This is an optimization exercise on Yosys and OpenROAD, whose aim is small area, a short achievable clock period and few clock cycles per item, not a production implementation.
In this exercise RTL edits were held to simulation tests only and were not proved equivalent to the original.
Power and IR drop assume default switching activity.

== xenon ==
Design farthest_key_eviction_cache_tags_top, start of the top module:
module farthest_key_eviction_cache_tags_top (
    input  logic        i_clk,
    input  logic        i_rst_n,
    input  logic        i_req_valid,
    output logic        o_req_ready,
    input  logic [30:0] i_req_line_number,
    output logic        o_rsp_valid,
    input  logic        i_rsp_ready,
    output logic        o_rsp_hit,
    output logic [3:0]  o_rsp_slot,
    output logic        o_rsp_evicted,
    output logic [30:0] o_rsp_evicted_line
);
    logic move, exec;
    fkect_ctrl u_ctrl (
        .i_clk            (i_clk),
        .i_rst_n          (i_rst_n),
        .i_req_valid      (i_req_valid),
        .o_req_ready      (o_req_ready),
        .i_rsp_ready      (i_rsp_ready),
        .o_rsp_valid      (o_rsp_valid),
        .o_move           (move),
        .o_exec           (exec)
    );
    fkect_dp u_dp (
        .i_clk            (i_clk),
        .i_rst_n          (i_rst_n),
        .i_move           (move),
        .i_exec           (exec),
        .i_line_number    (i_req_line_number),
        .o_hit            (o_rsp_hit),
        .o_slot           (o_rsp_slot),
        .o_evicted        (o_rsp_evicted),
        .o_evicted_line   (o_rsp_evicted_line)
    );
endmodule
clock: 4.5 ns
lec_check: 0
cap_margin: 20
core_margin: 2
core_utilization: 55
setup_slack_margin: 1.5
slew_margin: 20
tns_end_percent: 5
run.sh (not shown) runs the stock make flow with config.mk's settings and CLKGATE_MAP_FILE= SYNTH_SCRIPT=/design/flow/synth_recipe.tcl, a recipe that flattens the netlist after the stock synthesis.
xenon: flow completed, timing, DRC and antenna clean
Testbench counts of xenon, summed over its fixed seeds: cycles 16,016, items 16,000.
Relative to xenon, the following input files were edited for indigo:
- TNS_END_PERCENT no longer set, was 5
- SETUP_SLACK_MARGIN now 0.4, was 1.5
Notes after the runs:
Relative to xenon, critical path depth decreased by 3 in indigo.
Looking only at ratio of final minimum period to clock period, and setting everything else aside, the higher value of indigo and xenon goes to indigo.
Proportion of total power due to net switching in indigo is 0.34 points lower than in xenon
Diff indigo..xenon | wire length of the first global-routing pass | negligible
Taking xenon as the reference, in indigo wire length per cell after detailed routing has increased, post-synthesis mux area share has remained practically unchanged.
## Diff of input files: nickel against indigo
- CORE_UTILIZATION now 40, was 55
- SETUP_SLACK_MARGIN now 1.5, was 0.4
Summary of nickel over indigo: maximum frequency went up, core utilization went down, buffering overhead went up, logic gate share of total power went up, setup slack after layout went up.
Between nickel and indigo, the multi-input combinational gate total figures differ only marginally.
Re share of the clock period used by the worst path after layout: nickel is 22 points down on indigo.
Looking at critical path startpoint, the u_dp.r_key_e[16] result is from indigo; the i_req_line_number[21] one comes from nickel.
Input-level comparison between pepper and nickel:
- CORE_UTILIZATION: 40 -> 55
==> comparison <==
Relative to nickel, routed length on met1 has gone down in pepper.
For sequential power, pepper and nickel come out practically identical.
The setup slack of pepper is larger than that of nickel.
Summed instance area of the synthesized netlist: nickel vs pepper identical
Compared with nickel, pepper shows internal power that has gone down slightly.
| maximum number of pins on one net before global-route repair | higher: pepper |
Between pepper and nickel, the final non-filler cell total is higher for nickel.
Higher total placed instance area was reported by nickel, not pepper.

* * *

farthest_key_eviction_cache_tags_top again, from the RTL that the note above started with.
==> flow/config.mk <==
export PLATFORM = sky130hd
export DESIGN_NAME = farthest_key_eviction_cache_tags_top
export DESIGN_NICKNAME = farthest_key_eviction_cache_tags_top
export VERILOG_FILES = /design/flow/design.v
export SDC_FILE = /design/flow/constraint.sdc
export NUM_CORES = 4
export LEC_CHECK = 0
export CAP_MARGIN = 20
export CORE_MARGIN = 2
export CORE_UTILIZATION = 55
export CTS_BUF_LIST = sky130_fd_sc_hd__clkbuf_8
export CTS_CLUSTER_SIZE = 30
export SETUP_SLACK_MARGIN = 1.0
export SLEW_MARGIN = 20
==> flow/constraint.sdc <==
create_clock -name core_clock -period 4.5 [get_ports {i_clk}]
set_input_delay 0.9000 -clock core_clock [delete_from_list [all_inputs] [get_ports {i_clk}]]
set_output_delay 0.9000 -clock core_clock [all_outputs]
set_load 0.01 [all_outputs]
Testbench counts at the start, summed over its fixed seeds: cycles 16,016, items 16,000.
Edit:
SETUP_SLACK_MARGIN = 1.5   (was 1.0)
Result: The changed run finished clean. Global-route usage came out lower by 1.3 points. Sequential power is about the same. Setup slack is better by 450 ps. Core utilization came out higher by 1.3 points. Via count hardly moves. Die area is unchanged. Area after synthesis stays the same. Clock skew came out lower by 7.1 ps. Wire length came out lower by a few percent. Synthesized cell count is unchanged. Final area came out higher by a few percent.

* * *

Setup of lane 4:
farthest_key_eviction_cache_tags_top, a different RTL version from the one above (not shown whole).
Size in the first run: roughly 820 flip-flops, ~56000 sq um of cells after synthesis.
Settings: LEC_CHECK=0, CAP_MARGIN=20, CORE_MARGIN=2, CORE_UTILIZATION=40, SETUP_SLACK_MARGIN=1.0, SLEW_MARGIN=20; clock period 4.5 ns.
Testbench counts of lane 4, summed over its fixed seeds: cycles 16,024, items 16,000.
What lane 3 does differently from lane 4 at the input level:
--- a/flow/config.mk
+++ b/flow/config.mk
@@ -11 +11 @@
-export SETUP_SLACK_MARGIN = 1.0
+export SETUP_SLACK_MARGIN = 1.6
Results
- Post-route met1 wirelength ends up higher on lane 3.
- Going from lane 4 to lane 3, global-route usage up 0.30 points, critical path depth rose 2, final hold violation count ~0 delta.
- Area added between synthesis and finish: lane 3 > lane 4
- Diff lane 4 -> lane 3: number of placement rows now sits at about the same level; area of the die now sits at about the same level.

## separate check: timing with driven ports
In the flow no input, the clock included, has a driving cell. The finished layouts below were timed again as built, in two steps. Step 1: set_driving_cell puts a clkbuf_16 on i_clk and a buf_2 on each other input, an assumption about the parent block. Step 2 also shifts input and output timing later by t, the mid clock arrival at the registers, as if the neighbouring blocks saw the same clock. Three values: ideal ports, drivers, drivers and shift; two values: the first two.
| run | t, ns | setup WS [ns] | worst register clock-pin slew, ns | cell pins on the clock port's net |
|---|---|---|---|---|
| xenon | 0.764 | 1.312 / 1.369 / 0.605 | 0.07 / 0.07 | 1 |
| indigo | 0.753 | 0.350 / 0.350 / -0.119 | 0.07 / 0.07 | 1 |
| nickel | 0.803 | 1.340 / 1.342 / 0.583 | 0.07 / 0.07 | 1 |
| pepper | 0.778 | 1.394 / 1.394 / 0.697 | 0.07 / 0.07 | 1 |
| the first run of note 2 | 0.899 | 1.015 / 1.026 / 0.170 | 0.07 / 0.07 | 1 |
| the second run of note 2 | 0.943 | 1.460 / 1.472 / 0.580 | 0.07 / 0.07 | 1 |
| lane 4 | 0.817 | 0.962 / 0.962 / 0.962 | 0.07 / 0.07 | 1 |
| lane 3 | 0.818 | 1.047 / 1.047 / 1.047 | 0.07 / 0.07 | 1 |
With both steps, setup timing fails in indigo, where it was met with ideal ports. The setup slack of the second run of note 2, which loses most, moves by +0.012 ns with the drivers and by -0.880 ns with both steps.
